Background: an optimization exercise with open tools, aiming at small area. Do not read the settings as production practice. The RTL was checked by simulation tests, not by an equivalence proof against the original design. No activity file was given, so power comes from the tool's default toggle rates.

===== design/flow/flow/run.sh =====
#!/bin/bash
set -euo pipefail
work=$(pwd)
rm -rf "$work/scripts_area"
cp -r "$FLOW_HOME/scripts" "$work/scripts_area"
cp "$work/flow/abc_area.script" "$work/scripts_area/abc_area.script"
vars=(
  "SCRIPTS_DIR=$work/scripts_area"
  "ABC_AREA=1"
  "BUFFER_PORTS_ARGS=-buffer_cell sky130_fd_sc_hd__buf_1"
  "CTS_ARGS=-sink_clustering_enable -repair_clock_nets -dont_use_dummy_load -sink_clustering_size 35 -sink_clustering_max_diameter 70"
)
bash standard.sh "${vars[@]}" synth > "$work/synth.log" 2>&1
bash standard.sh "${vars[@]}" finish > "$work/layout.log" 2>&1

===== design/flow/flow/abc_area.script =====
strash
dch -f
amap
strash
dch -f
amap
strash
dch -f
amap

===== design/flow/standard.sh =====
#!/bin/bash
# synth_recipe.tcl (not shown) runs the flow's synth.tcl, then flattens the netlist and writes it again
# the make line also repeats each setting of config.mk as NAME=value (left out here)
make -C /OpenROAD-flow-scripts/flow DESIGN_CONFIG=/design/flow/config.mk WORK_HOME=/design/flow/orfs CLKGATE_MAP_FILE= SYNTH_SCRIPT=/design/flow/synth_recipe.tcl "${@:-finish}"

===== design/flow/config.mk =====
export PLATFORM = sky130hd
export DESIGN_NAME = watch_top
export DESIGN_NICKNAME = watch_top
export VERILOG_FILES = /design/flow/design.v
export SDC_FILE = /design/flow/constraint.sdc
export NUM_CORES = 4
export LEC_CHECK = 0
export CAP_MARGIN = 20
export CORE_MARGIN = 2
export CORE_UTILIZATION = 40
export SLEW_MARGIN = 20

===== design/flow/constraint.sdc =====
create_clock -name core_clock -period 10.0 [get_ports {clock}]
set_input_delay 2.0000 -clock core_clock [delete_from_list [all_inputs] [get_ports {clock}]]
set_output_delay 2.0000 -clock core_clock [all_outputs]
set_load 0.01 [all_outputs]

===== design/flow/design.v =====
package watch_pkg;
    localparam int CLOCKS_PER_TICK = 1000;   
    localparam int TICKS_PER_SECOND = 1000;
    localparam int SAMPLE_TICKS = 100;       
    localparam int MELODY_DEPTH = 80;
    localparam int LED_STEP = 10;
    localparam int HOUR_W = 5;
    localparam int MIN_W = 6;
    localparam int NOTE_W = 8;
    localparam int NIDX_W = 3;               
    localparam int LEN_W = 7;
    localparam int MODE_W = 2;
    localparam int MODE_IN_W = 4;
    localparam int BUTTON_W = 12;
    localparam int LED_W = 8;
    localparam int CNT_W = 11;               
    localparam logic [HOUR_W-1:0] HOURS_PER_DAY = 5'd24;
    localparam logic [MIN_W-1:0] MINUTES_PER_HOUR = 6'd60;
    localparam logic [MODE_W-1:0] MODE_RUN = 2'd0;
    localparam logic [MODE_W-1:0] MODE_SET_TIME = 2'd1;
    localparam logic [MODE_W-1:0] MODE_SET_ALARM = 2'd2;
    localparam logic [MODE_W-1:0] MODE_RECORD = 2'd3;
    localparam int KEY_HOUR_DOWN = 11;
    localparam int KEY_HOUR_UP = 9;
    localparam int KEY_MIN_DOWN = 8;
    localparam int KEY_MIN_UP = 6;
    localparam int KEY_SEC_DOWN = 5;
    localparam int KEY_SEC_UP = 3;
    localparam int KEY_ALARM_TOGGLE = 0;
    localparam int KEY_PLAY = 11;
    localparam int KEY_CLEAR = 10;
    localparam logic [9:0] DIV_FIRST = 10'b1110001111;
    localparam logic [9:0] DIV_LAST = 10'b0111000111;
    localparam logic [6:0] WIN_FIRST = 7'b0011100;
    localparam logic [6:0] WIN_LAST = 7'b0001110;
    function automatic logic [9:0] div_step(input logic [9:0] s);
        div_step = {s[8:0], ~(s[9] ^ s[6]) ^ (s == DIV_LAST)};
    endfunction
    function automatic logic [6:0] win_step(input logic [6:0] s);
        win_step = {s[5:0], ~(s[6] ^ s[5]) ^ (s == WIN_LAST)};
    endfunction
    function automatic logic [5:0] step_field(input logic [5:0] v, input logic dn,
                                              input logic [5:0] top);
        logic [5:0] r;
        logic c;
        if (dn ? (v == '0) : (v == top)) begin
            r = dn ? top : '0;
        end else begin
            c = 1'b1;
            for (int i = 0; i < 6; i++) begin
                r[i] = v[i] ^ c;
                c = c & (v[i] ^ dn);
            end
        end
        step_field = r;
    endfunction
    function automatic logic [CNT_W-1:0] half_period(input logic [NIDX_W-1:0] idx);
        case (idx)
            3'd0: half_period = 11'd1915;   
            3'd1: half_period = 11'd1700;   
            3'd2: half_period = 11'd1519;   
            3'd3: half_period = 11'd1432;   
            3'd4: half_period = 11'd1275;   
            3'd5: half_period = 11'd1136;   
            3'd6: half_period = 11'd1014;   
            default: half_period = 11'd956;  
        endcase
    endfunction
endpackage
`timescale 1ns/1ps
module panel_input (
    input  logic clock,
    input  logic reset,
    input  logic [watch_pkg::MODE_IN_W-1:0] mode,
    input  logic [watch_pkg::BUTTON_W-1:0] button,
    output logic tick,
    output logic [watch_pkg::MODE_W-1:0] active_mode,
    output logic [watch_pkg::BUTTON_W-1:0] key_pulse,
    output logic note_any,
    output logic [watch_pkg::NIDX_W-1:0] note_idx
);
    logic [9:0] div_state;
    logic [watch_pkg::BUTTON_W-1:0] btn_sync;
    logic [watch_pkg::BUTTON_W-1:0] btn_prev;
    assign tick = (div_state == watch_pkg::DIV_LAST);
    always_ff @(posedge clock or negedge reset) begin
        if (!reset) begin
            div_state <= watch_pkg::DIV_FIRST;
            btn_sync <= '0;
            btn_prev <= '0;
        end else begin
            div_state <= watch_pkg::div_step(div_state);
            if (tick) begin
                btn_sync <= button;
                btn_prev <= btn_sync;   
            end
        end
    end
    always_comb begin
        key_pulse = tick ? (btn_sync & ~btn_prev) : '0;
        if (mode[3]) active_mode = watch_pkg::MODE_SET_TIME;
        else if (mode[2]) active_mode = watch_pkg::MODE_SET_ALARM;
        else if (mode[1]) active_mode = watch_pkg::MODE_RECORD;
        else active_mode = watch_pkg::MODE_RUN;
        note_any = |btn_sync[7:0];
        note_idx = '0;
        for (int i = 1; i < watch_pkg::NOTE_W; i++) begin
            if (btn_sync[i]) note_idx = 3'(i);
        end
    end
endmodule
`timescale 1ns/1ps
module time_keeper (
    input  logic clock,
    input  logic reset,
    input  logic tick,
    input  logic [watch_pkg::MODE_W-1:0] active_mode,
    input  logic [watch_pkg::BUTTON_W-1:0] key_pulse,
    output logic [watch_pkg::HOUR_W-1:0] hour,
    output logic [watch_pkg::MIN_W-1:0] minute,
    output logic [watch_pkg::MIN_W-1:0] second,
    output logic [watch_pkg::HOUR_W-1:0] alarm_hour,
    output logic [watch_pkg::MIN_W-1:0] alarm_minute
);
    logic [9:0] ms_state;
    logic run, set_time, set_alarm, set_any;
    logic sec_tick, sec_wrap, min_wrap;
    logic sec_up, sec_dn, min_up, min_dn, hour_up, hour_dn;
    logic [watch_pkg::HOUR_W-1:0] hour_in, hour_nx;
    logic [watch_pkg::MIN_W-1:0] min_in, min_nx, sec_nx;
    logic [5:0] hour_nx6;
    assign run = (active_mode == watch_pkg::MODE_RUN);
    assign set_time = (active_mode == watch_pkg::MODE_SET_TIME);
    assign set_alarm = (active_mode == watch_pkg::MODE_SET_ALARM);
    assign set_any = set_time || set_alarm;
    assign sec_tick = run && tick && (ms_state == watch_pkg::DIV_LAST);
    assign sec_wrap = (second == watch_pkg::MINUTES_PER_HOUR - 1'b1);
    assign min_wrap = (minute == watch_pkg::MINUTES_PER_HOUR - 1'b1);
    assign sec_dn = set_time && key_pulse[watch_pkg::KEY_SEC_DOWN];
    assign sec_up = sec_tick || (set_time && key_pulse[watch_pkg::KEY_SEC_UP]);
    assign min_dn = set_any && key_pulse[watch_pkg::KEY_MIN_DOWN];
    assign min_up = (sec_tick && sec_wrap) || (set_any && key_pulse[watch_pkg::KEY_MIN_UP]);
    assign hour_dn = set_any && key_pulse[watch_pkg::KEY_HOUR_DOWN];
    assign hour_up = (sec_tick && sec_wrap && min_wrap) ||
                     (set_any && key_pulse[watch_pkg::KEY_HOUR_UP]);
    assign hour_in = set_alarm ? alarm_hour : hour;
    assign min_in = set_alarm ? alarm_minute : minute;
    assign hour_nx6 = watch_pkg::step_field({1'b0, hour_in}, hour_dn, 6'd23);
    assign hour_nx = hour_nx6[watch_pkg::HOUR_W-1:0];
    assign min_nx = watch_pkg::step_field(min_in, min_dn, watch_pkg::MINUTES_PER_HOUR - 1'b1);
    assign sec_nx = watch_pkg::step_field(second, sec_dn, watch_pkg::MINUTES_PER_HOUR - 1'b1);
    always_ff @(posedge clock or negedge reset) begin
        if (!reset) begin
            ms_state <= watch_pkg::DIV_FIRST;
            hour <= '0;
            minute <= '0;
            second <= '0;
            alarm_hour <= '0;
            alarm_minute <= '0;
        end else begin
            if (run && tick) ms_state <= watch_pkg::div_step(ms_state);
            if (sec_up || sec_dn) second <= sec_nx;
            if (hour_up || hour_dn) begin
                if (set_alarm) alarm_hour <= hour_nx;
                else hour <= hour_nx;
            end
            if (min_up || min_dn) begin
                if (set_alarm) alarm_minute <= min_nx;
                else minute <= min_nx;
            end
        end
    end
endmodule
`timescale 1ns/1ps
module alarm_unit (
    input  logic clock,
    input  logic reset,
    input  logic [watch_pkg::MODE_W-1:0] active_mode,
    input  logic [watch_pkg::BUTTON_W-1:0] key_pulse,
    input  logic [watch_pkg::HOUR_W-1:0] hour,
    input  logic [watch_pkg::MIN_W-1:0] minute,
    input  logic [watch_pkg::MIN_W-1:0] second,
    input  logic [watch_pkg::HOUR_W-1:0] alarm_hour,
    input  logic [watch_pkg::MIN_W-1:0] alarm_minute,
    output logic alarm_start,
    output logic alarm_enabled
);
    logic triggered;
    logic set_mode;
    assign set_mode = (active_mode == watch_pkg::MODE_SET_ALARM);
    assign alarm_start = (active_mode != watch_pkg::MODE_RECORD) && alarm_enabled && !triggered &&
                         (hour == alarm_hour) && (minute == alarm_minute) && (second == '0);
    always_ff @(posedge clock or negedge reset) begin
        if (!reset) begin
            alarm_enabled <= 1'b0;
            triggered <= 1'b0;
        end else begin
            if (alarm_start) begin
                triggered <= 1'b1;
            end else if (second != '0) begin
                triggered <= 1'b0;   
            end
            if (set_mode && key_pulse[watch_pkg::KEY_ALARM_TOGGLE]) begin
                alarm_enabled <= !alarm_enabled;
            end
        end
    end
endmodule
`timescale 1ns/1ps
module melody_recorder (
    input  logic clock,
    input  logic reset,
    input  logic tick,
    input  logic [watch_pkg::MODE_W-1:0] active_mode,
    input  logic [watch_pkg::BUTTON_W-1:0] key_pulse,
    input  logic note_any,
    input  logic [watch_pkg::NIDX_W-1:0] note_idx,
    input  logic alarm_start,
    input  logic alarm_enabled,
    output logic tone_on,
    output logic [watch_pkg::NIDX_W-1:0] tone_idx,
    output logic [watch_pkg::LED_W-1:0] led
);
    localparam int DEPTH = watch_pkg::MELODY_DEPTH;
    logic [watch_pkg::NIDX_W-1:0] ring [DEPTH];
    logic [watch_pkg::LEN_W-1:0] ring_pos;
    logic [watch_pkg::LEN_W-1:0] next_idx;
    logic [watch_pkg::LEN_W-1:0] length;
    logic [watch_pkg::NIDX_W-1:0] last_note;
    logic [watch_pkg::NIDX_W-1:0] cur_note;
    logic [watch_pkg::NIDX_W-1:0] next_note;
    logic [6:0] win_state;
    logic playing;
    logic record_mode;
    logic sample_done;
    logic clear_req;
    logic start_req;
    logic recording;
    logic store;
    logic advance;
    logic [watch_pkg::LEN_W-1:0] next_inc;
    logic [3:0] bar_count;
    logic [3:0] led_level;   
    assign record_mode = (active_mode == watch_pkg::MODE_RECORD);
    assign sample_done = (win_state == watch_pkg::WIN_LAST);
    assign clear_req = record_mode && key_pulse[watch_pkg::KEY_CLEAR];
    assign start_req = (alarm_start || (record_mode && key_pulse[watch_pkg::KEY_PLAY])) &&
                       !playing && (length != '0);
    assign recording = record_mode && !playing && note_any && (length < DEPTH);
    assign store = tick && recording && sample_done && !clear_req && !start_req;
    assign advance = tick && playing && sample_done && !clear_req;
    assign next_inc = next_idx + 1'b1;
    always_ff @(posedge clock or negedge reset) begin
        if (!reset) begin
            length <= '0;
            win_state <= watch_pkg::WIN_FIRST;
            playing <= 1'b0;
        end else if (clear_req) begin
            length <= '0;   
            win_state <= watch_pkg::WIN_FIRST;
            playing <= 1'b0;
        end else if (start_req) begin
            win_state <= watch_pkg::WIN_FIRST;
            playing <= 1'b1;
        end else if (tick) begin
            if (playing || recording) begin
                win_state <= watch_pkg::win_step(win_state);
            end else begin
                win_state <= watch_pkg::WIN_FIRST;   
            end
            if (playing && sample_done && next_idx == DEPTH) playing <= 1'b0;
            if (store) length <= length + 1'b1;
        end
    end
    always_ff @(posedge clock or negedge reset) begin
        if (!reset) ring_pos <= 7'd1;
        else ring_pos <= (ring_pos == DEPTH) ? 7'd1 : ring_pos + 1'b1;
    end
    always_ff @(posedge clock) begin
        for (int i = 0; i < DEPTH - 2; i++) ring[i] <= ring[i + 1];
        ring[DEPTH - 2] <= (ring_pos == length) ? last_note : ring[DEPTH - 1];
        ring[DEPTH - 1] <= ring[0];
        if (start_req) next_idx <= (length == 7'd1) ? 7'(DEPTH) : 7'd1;
        else if (advance) next_idx <= (next_inc == length) ? 7'(DEPTH) : next_inc;
        if (store) last_note <= note_idx;
        if (ring_pos == next_idx) next_note <= ring[0];
        if (store && length == '0) cur_note <= note_idx;
        else if (advance) cur_note <= next_note;
    end
    always_comb begin
        bar_count = '0;
        for (int i = 0; i < watch_pkg::LED_W; i++) begin
            if ((length != '0) && (length >= i * watch_pkg::LED_STEP)) bar_count = 4'(i + 1);
        end
        for (int i = 0; i < watch_pkg::LED_W; i++) led[i] = (led_level > i);
        tone_on = playing || (record_mode && note_any);
        tone_idx = playing ? cur_note : note_idx;
    end
    always_ff @(posedge clock or negedge reset) begin
        if (!reset) led_level <= '0;
        else if (record_mode) led_level <= bar_count;
        else led_level <= {3'b000, alarm_enabled};
    end
endmodule
`timescale 1ns/1ps
module tone_generator (
    input  logic clock,
    input  logic reset,
    input  logic tone_on,
    input  logic [watch_pkg::NIDX_W-1:0] tone_idx,
    output logic piezo
);
    logic [watch_pkg::CNT_W-1:0] count;
    logic at_half;
    always_comb begin
        at_half = 1'b0;
        for (int i = 0; i < 8; i++) begin
            if (tone_idx == 3'(i) && count >= watch_pkg::half_period(3'(i))) at_half = 1'b1;
        end
    end
    always_ff @(posedge clock or negedge reset) begin
        if (!reset) begin
            piezo <= 1'b0;
            count <= '0;
        end else if (!tone_on) begin
            piezo <= 1'b0;
            count <= '0;
        end else if (at_half) begin
            piezo <= ~piezo;   
            count <= '0;
        end else begin
            count <= count + 1'b1;
        end
    end
endmodule
`timescale 1ns/1ps
module watch_top (
    input  logic clock,
    input  logic reset,
    input  logic [watch_pkg::MODE_IN_W-1:0] mode,
    input  logic [watch_pkg::BUTTON_W-1:0] button,
    output logic [watch_pkg::HOUR_W-1:0] hour,
    output logic [watch_pkg::MIN_W-1:0] minute,
    output logic [watch_pkg::MIN_W-1:0] second,
    output logic [watch_pkg::LED_W-1:0] led,
    output logic piezo
);
    logic tick;
    logic [watch_pkg::MODE_W-1:0] active_mode;
    logic [watch_pkg::BUTTON_W-1:0] key_pulse;
    logic note_any;
    logic [watch_pkg::NIDX_W-1:0] note_idx;
    logic [watch_pkg::HOUR_W-1:0] alarm_hour;
    logic [watch_pkg::MIN_W-1:0] alarm_minute;
    logic alarm_start;
    logic alarm_enabled;
    logic tone_on;
    logic [watch_pkg::NIDX_W-1:0] tone_idx;
    panel_input panel0 (
        .clock(clock),
        .reset(reset),
        .mode(mode),
        .button(button),
        .tick(tick),
        .active_mode(active_mode),
        .key_pulse(key_pulse),
        .note_any(note_any),
        .note_idx(note_idx)
    );
    time_keeper keeper0 (
        .clock(clock),
        .reset(reset),
        .tick(tick),
        .active_mode(active_mode),
        .key_pulse(key_pulse),
        .hour(hour),
        .minute(minute),
        .second(second),
        .alarm_hour(alarm_hour),
        .alarm_minute(alarm_minute)
    );
    alarm_unit alarm0 (
        .clock(clock),
        .reset(reset),
        .active_mode(active_mode),
        .key_pulse(key_pulse),
        .hour(hour),
        .minute(minute),
        .second(second),
        .alarm_hour(alarm_hour),
        .alarm_minute(alarm_minute),
        .alarm_start(alarm_start),
        .alarm_enabled(alarm_enabled)
    );
    melody_recorder recorder0 (
        .clock(clock),
        .reset(reset),
        .tick(tick),
        .active_mode(active_mode),
        .key_pulse(key_pulse),
        .note_any(note_any),
        .note_idx(note_idx),
        .alarm_start(alarm_start),
        .alarm_enabled(alarm_enabled),
        .tone_on(tone_on),
        .tone_idx(tone_idx),
        .led(led)
    );
    tone_generator tone0 (
        .clock(clock),
        .reset(reset),
        .tone_on(tone_on),
        .tone_idx(tone_idx),
        .piezo(piezo)
    );
endmodule

==> flow_summary.json, run 1 <==
{
  "synth-seq-area-share": 0.7160,
  "firstDrtPassIters": 5,
  "clock-sinks": 364,
  "synthSimpleGateAreaFrac": 0.09630,
  "timing.fmax_mhz": 193.7,
  "cts_tree": "built",
  "critPathMaxFanout": 14,
  "syn_inst": 953,
  "status": "timing/DRC/antenna clean",
  "cts_made_buffers": 17,
  "slew-limit-headroom": 0.4265,
  "numPortBuffers": 42,
  "routedWlPerCell_microns": 13.88,
  "r2r_cells": 12,
  "overflow": 0,
  "dr_total_vias": 6847,
  "synth-compound-area-share": 0.1334,
  "initial_utilization": 0.4049,
  "ys_types": 52,
  "rr_startpoint": "panel0.div_state[2]",
  "final-setup-viol-count": 0,
  "yosysTopAreaCell": "dfxtp_1",
  "cts-resized-gates": 0,
  "grt_max_degree": 84,
  "synth_area_sq_mm": 0.01119,
  "antenna_found_initial": 0,
  "crit_type": "input port to flip-flop",
  "pin_count": 44,
  "rsz0062_at_grt": "false",
  "period_needed_ns": 5.163,
  "crit_start": "mode[1]",
  "die_y_microns": 171.2,
  "drive_above_1_share": 0.04039,
  "synth_fa_ha_area_frac": 0.01454,
  "clockPowerShare": 0.306,
  "place_ws_ns": 4.429,
  "p_comb_frac": 0.051,
  "synth_commonest_cells": "240 x dfxtp_1, 115 x clkinv_1, 111 x nor2_1",
  "synth_nets": 984,
  "place_inst": 1376,
  "area_growth_pct": 9.787,
  "core_sq_mm": 0.02763,
  "worst_pin_slew_ns": 0.8524,
  "gp_congestion": 0.8906,
  "fin_util": 0.4445,
  "async_reset_ff_frac": 0.2967,
  "start_kind": "input port",
  "path_clk_slew_ns": 0.11,
  "fill_cells": 2623,
  "post-synth-top-count-cell": "dfxtp_1",
  "core.rowCount": 61,
  "seqPwrFrac": 0.644,
  "drt-initial-drc-count": 511,
  "hold_buffers": 0,
  "syn_avg_cell_area_sq_um": 11.74,
  "p_sw_frac": 0.2154,
  "grt_usage": 0.1374,
  "drv_slew": 0,
  "yosysTopAreaCellShare": 0.4295,
  "cts_setup_buffers": 0,
  "setup_tns_ns": 0,
  "cts_buffer_depth": 3,
  "holdCritPathClass": "flip-flop to flip-flop",
  "power.switching_uw": 502.8,
  "grt_pass1_vias": 6450,
  "synthMuxAreaShare": 0,
  "synth_area_leaders": "dfxtp_1 43%, dfrtp_1 20%, edfxtp_1 4.3%",
  "hp-start": "recorder0.ring[31][1]",
  "rrSetupSlack_ns": 5.98,
  "clk_latency_ns": 0.52,
  "root_buffer": "clkbuf_16",
  "die_x_microns": 171.2,
  "finalNetCount": 1048,
  "skew_ns": 0.06195,
  "synth_seq_cells": 364,
  "antenna_cells": 0,
  "hold_end": "recorder0.ring[30][1]",
  "finalWorstSetupSlack_ns": 4.837,
  "drv_cap": 0,
  "synth_edf_count": 16,
  "critPathRequiredTime_ns": 10.38,
  "power.density_mw_per_mm2": 190.1,
  "fin_crit_sh": 0.5163,
  "p_leak_nw": 4.620,
  "dp_hpwl_microns": 13240,
  "grt_pass1_wl_microns": 32950,
  "arrival_ns": 5.54,
  "ys.flop_type": "dfxtp_1",
  "htreeDepth": 1,
  "final_antenna_net_count": 0,
  "hold_viol": 0,
  "yosys_warnings": 6,
  "holdPathStages": 0,
  "final_cells": 1393,
  "intPower_mw": 1.832,
  "synth_top_family_by_area": "compound AO/OA/AOI/OAI gates",
  "reg2reg_to": "keeper0.second[5]",
  "end_kind": "flip-flop",
  "yosys.area_share.xor_xnor": 0.0007829,
  "die-area_sq_mm": 0.02932,
  "viasPerCell": 4.915,
  "drt-total-wl_microns": 19340,
  "irDropWorstVdd_uv": 103.4,
  "drc": 0
}
==> flip-flops by register name, indices dropped and copies added, names as in the netlist, 4 cells and up <==
register / flops
panel0.div_state: 10
recorder0.length: 7
keeper0.ms_state: 10
keeper0.alarm_hour: 5
panel0.btn_prev: 8
recorder0.ring_pos: 7
recorder0.next_idx: 7
tone0.count: 11
panel0.btn_sync: 12
keeper0.hour: 5
keeper0.minute: 6
keeper0.second: 6
recorder0.win_state: 7
recorder0.ring: 240
keeper0.alarm_minute: 6
recorder0.led_level: 4
==> kinds of logic (layout without fill, tap and decap cells) <==
kind of cell	Yosys count	after routing
compound gates	220	220
xor+xnor	1	1
fa+ha+maj	13	13
simple gates	239	239
buf+inv	116	178
flops	364	364
==> power groups by stage <==
stage | registers [mW] | clock network, mW | logic, mW
2_1_floorplan | 1.53 | 0 | 0.0741
3_5_place_dp | 1.53 | 0 | 0.118
6_report | 1.50 | 0.714 | 0.118
5_1_grt | 1.51 | 0.796 | 0.134
4_1_cts | 1.50 | 0.746 | 0.118
3_3_place_gp | 1.53 | 0 | 0.116
==> cells in the final DEF (no fill, tap or decap), types with 7 or more instances in the layout <==
master	synthesis	final
dfxtp_1	240	240
clkinv_1	115	115
nor2_1	111	111
dfrtp_1	90	90
o22ai_1	41	41
buf_1	1	41
nand2_1	39	39
a21oi_1	39	39
o21ai_0	38	38
nor3_1	30	29
o22a_1	27	27
dfstp_2	18	18
clkbuf_16	0	17
nor4_1	16	16
nand3_1	16	16
a211oi_1	16	16
edfxtp_1	16	16
ha_1	13	13
o221ai_1	8	8
or2_0	7	7
a31oi_1	7	7
==> layer usage <==
metal	wire (microns)	part of all wire	vias to the layer above	GRT usage
li1	-	-	3458	-
met1	10110	0.52	3231	0.2145
met2	8032	0.42	128	0.1976
met3	764	0.040	30	0.02163
met4	433	0.022	0	0.03574
met5	0	0	-	0
==> critical path, cell delays in order <==
cell      delay, ns
buf_1          0.08
clkinv_1       0.04
o21ai_0        0.18
clkinv_1       0.12
ha_1           0.51
clkinv_1       0.54
o22ai_1        0.35
nand2_1        0.13
nor4_1         0.35
o22ai_1        0.16
clkinv_1       0.08
o221ai_1       0.14
clkinv_1       0.10
o221ai_1       0.13
a211oi_1       0.41
nor2_1         0.10
a21oi_1        0.12
==> stage by stage <==
stage / total power [mW] / hold slack [ns] / area, sq um
floorplan: 1.608 / 0.3096 / 11190
global placement: 1.649 / 0.3106 / 11850
detailed placement: 1.652 / 0.3121 / 11850
CTS: 2.367 / 0.3084 / 12280
global route: 2.436 / 0.3032 / 12280
finish: 2.334 / 0.3124 / 12280
==> cell type report <==
| type | instances | area (sq um) | share of cell area |
|---|---|---|---|
| sequential | 364 | 8010 | 0.6522 |
| multi-input combinational | 473 | 2746 | 0.2236 |
| tap | 378 | 473.0 | 0.03851 |
| inverter | 115 | 431.7 | 0.03515 |
| clock buffer | 17 | 425.4 | 0.03464 |
| timing repair buffer | 46 | 195.2 | 0.01589 |
==> worst max path at each step <==
stage / end / slack, ns / cells past startpoint
after floorplan: keeper0.minute[5] / 5.28 / 16
after global placement: keeper0.minute[5] / 4.49 / 17
after detailed placement: keeper0.minute[5] / 4.43 / 17
after CTS: keeper0.minute[5] / 4.91 / 17
after global routing: keeper0.minute[5] / 4.54 / 17
final: keeper0.minute[5] / 4.84 / 17
==> run 2, diff against run 1 <==
--- a/design/flow/design.v
+++ b/design/flow/design.v
@@ -31,11 +31,16 @@
     localparam int KEY_CLEAR = 10;
     localparam logic [9:0] DIV_FIRST = 10'b1110001111;
     localparam logic [9:0] DIV_LAST = 10'b0111000111;
+    localparam logic [6:0] CYC_FIRST = 7'b1010100;
+    localparam logic [6:0] CYC_LAST = 7'b1101010;
     localparam logic [6:0] WIN_FIRST = 7'b0011100;
     localparam logic [6:0] WIN_LAST = 7'b0001110;
     function automatic logic [9:0] div_step(input logic [9:0] s);
         div_step = {s[8:0], ~(s[9] ^ s[6]) ^ (s == DIV_LAST)};
     endfunction
+    function automatic logic [6:0] cyc_step(input logic [6:0] s);
+        cyc_step = {s[5:0], ~(s[6] ^ s[5]) ^ (s == CYC_LAST)};
+    endfunction
     function automatic logic [6:0] win_step(input logic [6:0] s);
         win_step = {s[5:0], ~(s[6] ^ s[5]) ^ (s == WIN_LAST)};
     endfunction
@@ -74,22 +79,25 @@
     input  logic [watch_pkg::MODE_IN_W-1:0] mode,
     input  logic [watch_pkg::BUTTON_W-1:0] button,
     output logic tick,
+    output logic [watch_pkg::LEN_W-1:0] ring_pos,
     output logic [watch_pkg::MODE_W-1:0] active_mode,
     output logic [watch_pkg::BUTTON_W-1:0] key_pulse,
     output logic note_any,
     output logic [watch_pkg::NIDX_W-1:0] note_idx
 );
-    logic [9:0] div_state;
+    logic [6:0] cyc_state;
     logic [watch_pkg::BUTTON_W-1:0] btn_sync;
     logic [watch_pkg::BUTTON_W-1:0] btn_prev;
-    assign tick = (div_state == watch_pkg::DIV_LAST);
+    assign tick = (cyc_state == watch_pkg::CYC_LAST) && (ring_pos[2:0] == 3'd0);
     always_ff @(posedge clock or negedge reset) begin
         if (!reset) begin
-            div_state <= watch_pkg::DIV_FIRST;
+            cyc_state <= watch_pkg::CYC_FIRST;
+            ring_pos <= 7'd1;
             btn_sync <= '0;
             btn_prev <= '0;
         end else begin
-            div_state <= watch_pkg::div_step(div_state);
+            cyc_state <= watch_pkg::cyc_step(cyc_state);
+            ring_pos <= (ring_pos == watch_pkg::MELODY_DEPTH) ? 7'd1 : ring_pos + 1'b1;
             if (tick) begin
                 btn_sync <= button;
                 btn_prev <= btn_sync;   
@@ -211,6 +219,7 @@
     input  logic clock,
     input  logic reset,
     input  logic tick,
+    input  logic [watch_pkg::LEN_W-1:0] ring_pos,
     input  logic [watch_pkg::MODE_W-1:0] active_mode,
     input  logic [watch_pkg::BUTTON_W-1:0] key_pulse,
     input  logic note_any,
@@ -223,7 +232,6 @@
 );
     localparam int DEPTH = watch_pkg::MELODY_DEPTH;
     logic [watch_pkg::NIDX_W-1:0] ring [DEPTH];
-    logic [watch_pkg::LEN_W-1:0] ring_pos;
     logic [watch_pkg::LEN_W-1:0] next_idx;
     logic [watch_pkg::LEN_W-1:0] length;
     logic [watch_pkg::NIDX_W-1:0] last_note;
@@ -272,10 +280,6 @@
             if (store) length <= length + 1'b1;
         end
     end
-    always_ff @(posedge clock or negedge reset) begin
-        if (!reset) ring_pos <= 7'd1;
-        else ring_pos <= (ring_pos == DEPTH) ? 7'd1 : ring_pos + 1'b1;
-    end
     always_ff @(posedge clock) begin
         for (int i = 0; i < DEPTH - 2; i++) ring[i] <= ring[i + 1];
         ring[DEPTH - 2] <= (ring_pos == length) ? last_note : ring[DEPTH - 1];
@@ -346,6 +350,7 @@
     output logic piezo
 );
     logic tick;
+    logic [watch_pkg::LEN_W-1:0] ring_pos;
     logic [watch_pkg::MODE_W-1:0] active_mode;
     logic [watch_pkg::BUTTON_W-1:0] key_pulse;
     logic note_any;
@@ -362,6 +367,7 @@
         .mode(mode),
         .button(button),
         .tick(tick),
+        .ring_pos(ring_pos),
         .active_mode(active_mode),
         .key_pulse(key_pulse),
         .note_any(note_any),
@@ -396,6 +402,7 @@
         .clock(clock),
         .reset(reset),
         .tick(tick),
+        .ring_pos(ring_pos),
         .active_mode(active_mode),
         .key_pulse(key_pulse),
         .note_any(note_any),
--- a/design/flow/config.mk
+++ b/design/flow/config.mk
@@ -7,5 +7,6 @@
 export LEC_CHECK = 0
 export CAP_MARGIN = 20
 export CORE_MARGIN = 2
-export CORE_UTILIZATION = 40
+export CORE_UTILIZATION = 70
+export PLACE_DENSITY = 0.85
 export SLEW_MARGIN = 20
==> flow_summary.json, run 2 <==
{
  "cp_slowest_stage_delay_ns": 0.58,
  "grt_usage": 0.2539,
  "hold_end": "recorder0.ring[26][0]",
  "synth-seq-area-share": 0.7191,
  "drc": 0,
  "clock-sinks": 361,
  "finalNetCount": 1026,
  "syn_avg_cell_area_sq_um": 11.81,
  "worst_pin_slew_ns": 0.9170,
  "largest_reg_flops": 240,
  "period_needed_ns": 4.976,
  "final_common_cell": "dfxtp_1",
  "worst_hold_slack_ns": 0.2958,
  "path_cells": "buf_1 > clkinv_1 > o21ai_0 > clkinv_1 > ha_1 > clkinv_1 > o22ai_1 > nand3_1 > clkinv_1 > nand2_1 > o21ai_0 > o221ai_1 > clkinv_1 > o221ai_1 > a211oi_1 > nor2_1 > a21oi_1",
  "grt_pass1_wl_microns": 33500,
  "crit_slowest_cell": "clkinv_1",
  "hp-start": "recorder0.ring[27][0]",
  "ys.flop_type": "dfxtp_1",
  "status": "timing/DRC/antenna clean",
  "setup_tns_ns": 0,
  "final-setup-viol-count": 0,
  "holdPathStages": 0,
  "htreeDepth": 1,
  "layout_common_cells": "240 x dfxtp_1, 112 x nor2_1, 109 x clkinv_1",
  "syn_inst": 934,
  "dr_total_vias": 6871,
  "place_inst": 1189,
  "skew_ns": 0.04607,
  "antenna_cells": 0,
  "cts_made_buffers": 15,
  "timing.fmax_mhz": 201.0,
  "p_leak_nw": 4.585,
  "start_kind": "input port",
  "cts_buffer_depth": 3,
  "die_x_microns": 129.5,
  "path_clk_slew_ns": 0.11,
  "power.density_mw_per_mm2": 195.7,
  "arrival_ns": 5.38,
  "cts_setup_buffers": 0,
  "final_antenna_net_count": 0,
  "critPathMaxFanout": 14,
  "yosys_warnings": 6,
  "rr_startpoint": "panel0.cyc_state[6]",
  "synth_area_sq_mm": 0.01103,
  "gp_congestion": 0.9332,
  "fin_crit_sh": 0.4976,
  "yosysTopAreaCell": "dfxtp_1",
  "r2r_cells": 12,
  "fin_util": 0.7736,
  "ys_types": 48,
  "die-area_sq_mm": 0.01677,
  "hold_buffers": 0,
  "rrSetupSlack_ns": 6.05,
  "holdCritPathClass": "flip-flop to flip-flop",
  "pin_count": 44,
  "drt-initial-drc-count": 531,
  "core_sq_mm": 0.01531,
  "drv_cap": 0,
  "crit_type": "input port to flip-flop",
  "drive_above_1_share": 0.03323,
  "synth_area_leaders": "dfxtp_1 44%, dfrtp_1 21%, edfxtp_1 4.4%",
  "initial_utilization": 0.7201,
  "async_reset_ff_frac": 0.2909,
  "post-synth-top-count-cell": "dfxtp_1",
  "placed_area_sq_mm": 0.01147,
  "firstDrtPassIters": 5,
  "rsz0062_at_grt": "false",
  "drv_slew": 0,
  "numPortBuffers": 42,
  "end_kind": "flip-flop",
  "root_buffer": "clkbuf_16",
  "synth_edf_count": 16,
  "grt_max_degree": 70,
  "drt-total-wl_microns": 20650,
  "top_register": "recorder0.ring",
  "reg2reg_to": "keeper0.hour[4]",
  "stdcell_area_sq_mm": 0.01185,
  "hold_viol": 0,
  "grt_pass1_vias": 6521,
  "viasPerCell": 5.707,
  "cts_tree": "built",
  "core.rowCount": 45,
  "synth_nets": 965,
  "die_y_microns": 129.5,
  "synth_commonest_cells": "240 x dfxtp_1, 112 x nor2_1, 109 x clkinv_1",
  "yosysTopAreaCellShare": 0.4357,
  "dp_hpwl_microns": 13130,
  "critPathRequiredTime_ns": 10.40,
  "clk_latency_ns": 0.52,
  "cts-resized-gates": 0,
  "overflow": 0,
  "synth_seq_cells": 361,
  "antenna_found_initial": 0,
  "slew-limit-headroom": 0.3834,
  "area_growth_pct": 7.431,
  "reg_top3": "recorder0.ring: 240 flops, panel0.btn_sync: 12 flops, tone0.count: 11 flops",
  "final_cells": 1204,
  "routedWlPerCell_microns": 17.15,
  "irDropWorstVdd_uv": 189.9,
  "cp_common_cell": "clkinv_1"
}
## run 2: changes by cell type in the layout (fill, tap and decap cells not counted), sizes merged, moves of 4 or more
cell / delta
dfstp: -4
clkinv: -6
a31oi: -4
nor3: -8
o21ai: -4
or3: +4
## run 2: logic make-up (layout without fill, tap and decap cells)
logic type,after synthesis,count (layout),share of synthesized area
buffers and inverters,110,169,0.03744
DFF,361,361,0.7191
xor gates and xnor gates,3,3,0.002383
and+or+nand+nor,236,236,0.09610
adders and majority gates,13,13,0.01475
AOI/OAI and AO/OA,211,211,0.1302
## run 2: worst max-delay path: cells and delay by family
kind / cells / cell delay [ns]
AO/OA/AOI/OAI: 7 / 1.52
adder cells (fa/ha/maj): 1 / 0.51
buffers and inverters: 6 / 1.02
AND/OR/NAND/NOR: 3 / 0.32
## run 2: per-stage QoR
stage	power (mW)	setup WS [ns]
floorplan	1.622	5.318
global placement	1.662	4.707
finish	2.318	5.024
CTS	2.329	5.092
detailed placement	1.668	4.609
global route	2.393	4.732
## run 2: metal layers
layer  part of all wire  GRT usage  vias up  routed length, microns
met5                  0          0        -                       0
met1               0.45     0.3664     3262                    9330
met4              0.015    0.06009        0                     311
li1                   -          -     3358                       -
met3              0.053    0.03344       33                    1094
met2               0.48     0.4176      218                    9909
## run 2: worst max path at each step
stage | from | endpoint | slack [ns]
floorplan | mode[1] | keeper0.minute[5] | 5.32
CTS | mode[1] | keeper0.minute[5] | 5.09
global placement | mode[1] | keeper0.minute[5] | 4.71
global route | mode[1] | recorder0.length[4] | 4.73
finish | mode[1] | keeper0.minute[5] | 5.02
detailed placement | mode[1] | recorder0.length[3] | 4.61
## run 2: final cells by class
cell class                 count  area [sq um]
timing repair buffer          45         183.9
sequential                   361          7930
fill                         923          3467
multi-input combinational    463          2685
tap                          211         264.0
inverter                     109         409.1
clock buffer                  15         375.4
## run 2: power breakdown
part / switching, mW / internal [mW]
Clock: 0.406 / 0.273
Sequential: 0.0275 / 1.48
Combinational: 0.0816 / 0.0500
Total: 0.515 / 1.80
==> run 3, diff against run 2 <==
--- a/design/flow/config.mk
+++ b/design/flow/config.mk
@@ -7,6 +7,6 @@
 export LEC_CHECK = 0
 export CAP_MARGIN = 20
 export CORE_MARGIN = 2
-export CORE_UTILIZATION = 70
-export PLACE_DENSITY = 0.85
+export CORE_UTILIZATION = 60
+export PLACE_DENSITY = 0.75
 export SLEW_MARGIN = 20
==> flow_summary.json, run 3 <==
{
  "yosys.area_share.xor_xnor": 0.002383,
  "fin_crit_sh": 0.4974,
  "pin_count": 44,
  "yosys_warnings": 6,
  "slew-limit-headroom": 0.3863,
  "largest_reg_flops": 240,
  "die-area_sq_mm": 0.01948,
  "drv_cap": 0,
  "die_y_microns": 139.6,
  "drv_slew": 0,
  "post-synth-top-count-cell": "dfxtp_1",
  "irDropWorstVdd_uv": 167.8,
  "root_buffer": "clkbuf_16",
  "die_x_microns": 139.6,
  "initial_utilization": 0.6118,
  "finalNetCount": 1026,
  "crit_end": "keeper0.minute[5]",
  "synth_seq_cells": 361,
  "r2r_cells": 12,
  "holdCritPathClass": "flip-flop to flip-flop",
  "critPathRequiredTime_ns": 10.37,
  "viasPerCell": 5.426,
  "setup_tns_ns": 0,
  "synth_nets": 965,
  "firstDrtPassIters": 4,
  "final-setup-viol-count": 0,
  "fill_cells": 1405,
  "synth-compound-area-share": 0.1302,
  "grt_pass1_vias": 6411,
  "cts_setup_buffers": 0,
  "synthMuxAreaShare": 0,
  "syn_inst": 934,
  "syn_avg_cell_area_sq_um": 11.81,
  "rr_startpoint": "panel0.cyc_state[6]",
  "synth-seq-area-share": 0.7191,
  "final_common_cell": "dfxtp_1",
  "layout_common_cells": "240 x dfxtp_1, 112 x nor2_1, 109 x clkinv_1",
  "overflow": 0,
  "skew_ns": 0.06401,
  "grt_pass1_wl_microns": 31030,
  "dr_total_vias": 6630,
  "synth_edf_count": 16,
  "reg_top3": "recorder0.ring: 240 flops, panel0.btn_sync: 12 flops, tone0.count: 11 flops",
  "p_leak_nw": 4.585,
  "synthSimpleGateAreaFrac": 0.09610,
  "numPortBuffers": 42,
  "core.rowCount": 49,
  "hold_buffers": 0,
  "rrSetupSlack_ns": 5.98,
  "clock-sinks": 361,
  "end_kind": "flip-flop",
  "ys.flop_type": "dfxtp_1",
  "synth_top_family_by_area": "compound AO/OA/AOI/OAI gates",
  "synth_commonest_cells": "240 x dfxtp_1, 112 x nor2_1, 109 x clkinv_1",
  "rsz0062_at_grt": "false",
  "cts_made_buffers": 15,
  "ff_latch_area_sq_mm": 0.007930,
  "htreeDepth": 1,
  "antenna_cells": 0,
  "arrival_ns": 5.34,
  "status": "timing/DRC/antenna clean",
  "start_kind": "input port",
  "dp_hpwl_microns": 12270,
  "final_antenna_net_count": 0,
  "grt_max_degree": 75,
  "crit_start": "mode[1]",
  "drt-total-wl_microns": 18480,
  "totalPowerFinal_mw": 2.302,
  "clk_latency_ns": 0.51,
  "synth_area_leaders": "dfxtp_1 44%, dfrtp_1 21%, edfxtp_1 4.4%",
  "drive_above_1_share": 0.03323,
  "cts-resized-gates": 0,
  "synth_fa_ha_area_frac": 0.01475,
  "power.density_mw_per_mm2": 193.9,
  "multi_input_area_sq_mm": 0.002685,
  "yosysTopAreaCellShare": 0.4357,
  "timing.fmax_mhz": 201.1,
  "core_sq_mm": 0.01802,
  "yosysTopAreaCell": "dfxtp_1",
  "critPathMaxFanout": 14,
  "path_clk_slew_ns": 0.11,
  "synth_area_sq_mm": 0.01103,
  "antenna_found_initial": 0,
  "hold_viol": 0,
  "cts_tree": "built",
  "fin_util": 0.6585,
  "async_reset_ff_frac": 0.2909,
  "crit_type": "input port to flip-flop",
  "drt-initial-drc-count": 455,
  "period_needed_ns": 4.974,
  "area_growth_pct": 7.635,
  "drc": 0,
  "gp_congestion": 0.8705,
  "reg2reg_to": "keeper0.hour[4]",
  "worst_pin_slew_ns": 0.9205,
  "routedWlPerCell_microns": 15.12,
  "ys_types": 48,
  "cts_buffer_depth": 3,
  "worst_hold_slack_ns": 0.3266,
  "grt_usage": 0.1921,
  "top_register": "recorder0.ring"
}
## run 3: cell counts after synthesis
No cell type changed its count.
## run 3: worst max-delay path: stages
cell	delay, ns
buf_1	0.09
clkinv_1	0.06
o21ai_0	0.43
clkinv_1	0.19
ha_1	0.43
clkinv_1	0.34
o22ai_1	0.19
nor2_1	0.17
nand2_1	0.12
o21ai_0	0.32
o221ai_1	0.22
clkinv_1	0.09
o221ai_1	0.13
a211oi_1	0.34
nor2_1	0.09
a21oi_1	0.12
## run 3: report_power, final
part / total, mW / internal, mW / switching [mW]
sequential: 1.51 / 1.48 / 0.0264
combinational: 0.130 / 0.0500 / 0.0803
clock: 0.665 / 0.272 / 0.393
total: 2.30 / 1.80 / 0.499
## run 3: worst min-delay path by stage
stage / start / endpoint / slack (ns) / depth (start not counted)
CTS: recorder0.ring[13][0] / recorder0.ring[12][0] / 0.33 / 0
global placement: recorder0.ring[5][0] / recorder0.ring[4][0] / 0.31 / 0
finish: recorder0.ring[13][0] / recorder0.ring[12][0] / 0.33 / 0
global route: recorder0.ring[64][0] / recorder0.ring[63][0] / 0.33 / 0
floorplan: recorder0.ring[1][0] / recorder0.ring[0][0] / 0.31 / 0
detailed placement: recorder0.ring[44][0] / recorder0.ring[43][0] / 0.31 / 0
## run 3: metrics by stage
stage | cell area, sq um | setup slack, ns | instances
after global placement | 11490 | 4.618 | 1207
final | 11870 | 5.026 | 1222
after global routing | 11870 | 4.646 | 1222
after CTS | 11870 | 5.085 | 1222
after floorplan | 11030 | 5.318 | 934
after detailed placement | 11490 | 4.595 | 1207
## run 3: kinds of logic after synthesis
group,after synthesis
adders and majority gates,13
and+or+nand+nor,236
DFF,361
buffers and inverters,110
xor gates and xnor gates,3
AOI/OAI and AO/OA,211
## run 3: final cells by class
type / instances / area share
Inverter: 109 / 0.03447
Timing Repair Buffer: 45 / 0.01549
Clock buffer: 15 / 0.03162
Sequential cell: 361 / 0.6681
Tap cell: 229 / 0.02414
Multi-Input combinational cell: 463 / 0.2262
## run 3: metal layers
metal  global-route usage  vias up  wire length [microns]
met5                    0        -                      0
met4              0.05158        0                    403
met3              0.02822       27                    776
met2               0.2915      133                   7987
met1               0.2933     3099                   9308
li1                     -     3371                      -

port drivers added, routing unchanged:
The results above use ideal ports. As a check the final layouts listed here were re-extracted and re-timed, cells and wires unchanged. Step 1 sets driving cells, clkbuf_16 on the clock port and buf_2 on the other inputs (assumed; they add their load-dependent delay and slew). Step 2 times the ports against the registers' clock, not the clock port: input delays grow and output delays shrink by t, the midpoint of the rising clock arrivals with the driver on. Slacks: ideal ports / drivers / drivers and shift; pairs: ideal ports / drivers.
run | shift t [ns] | setup WS [ns] | worst slew at a driven data input, ns
run 1 | 0.536 | 4.837 / 4.863 / 4.326 | 0.09
run 2 | 0.538 | 5.024 / 5.047 / 4.509 | 0.03
run 3 | 0.520 | 5.026 / 5.047 / 4.527 | 0.03
After both steps every run listed still meets setup and hold. The setup slack of run 2, which loses most, moves by +0.023 ns with the drivers and by -0.515 ns with both steps.
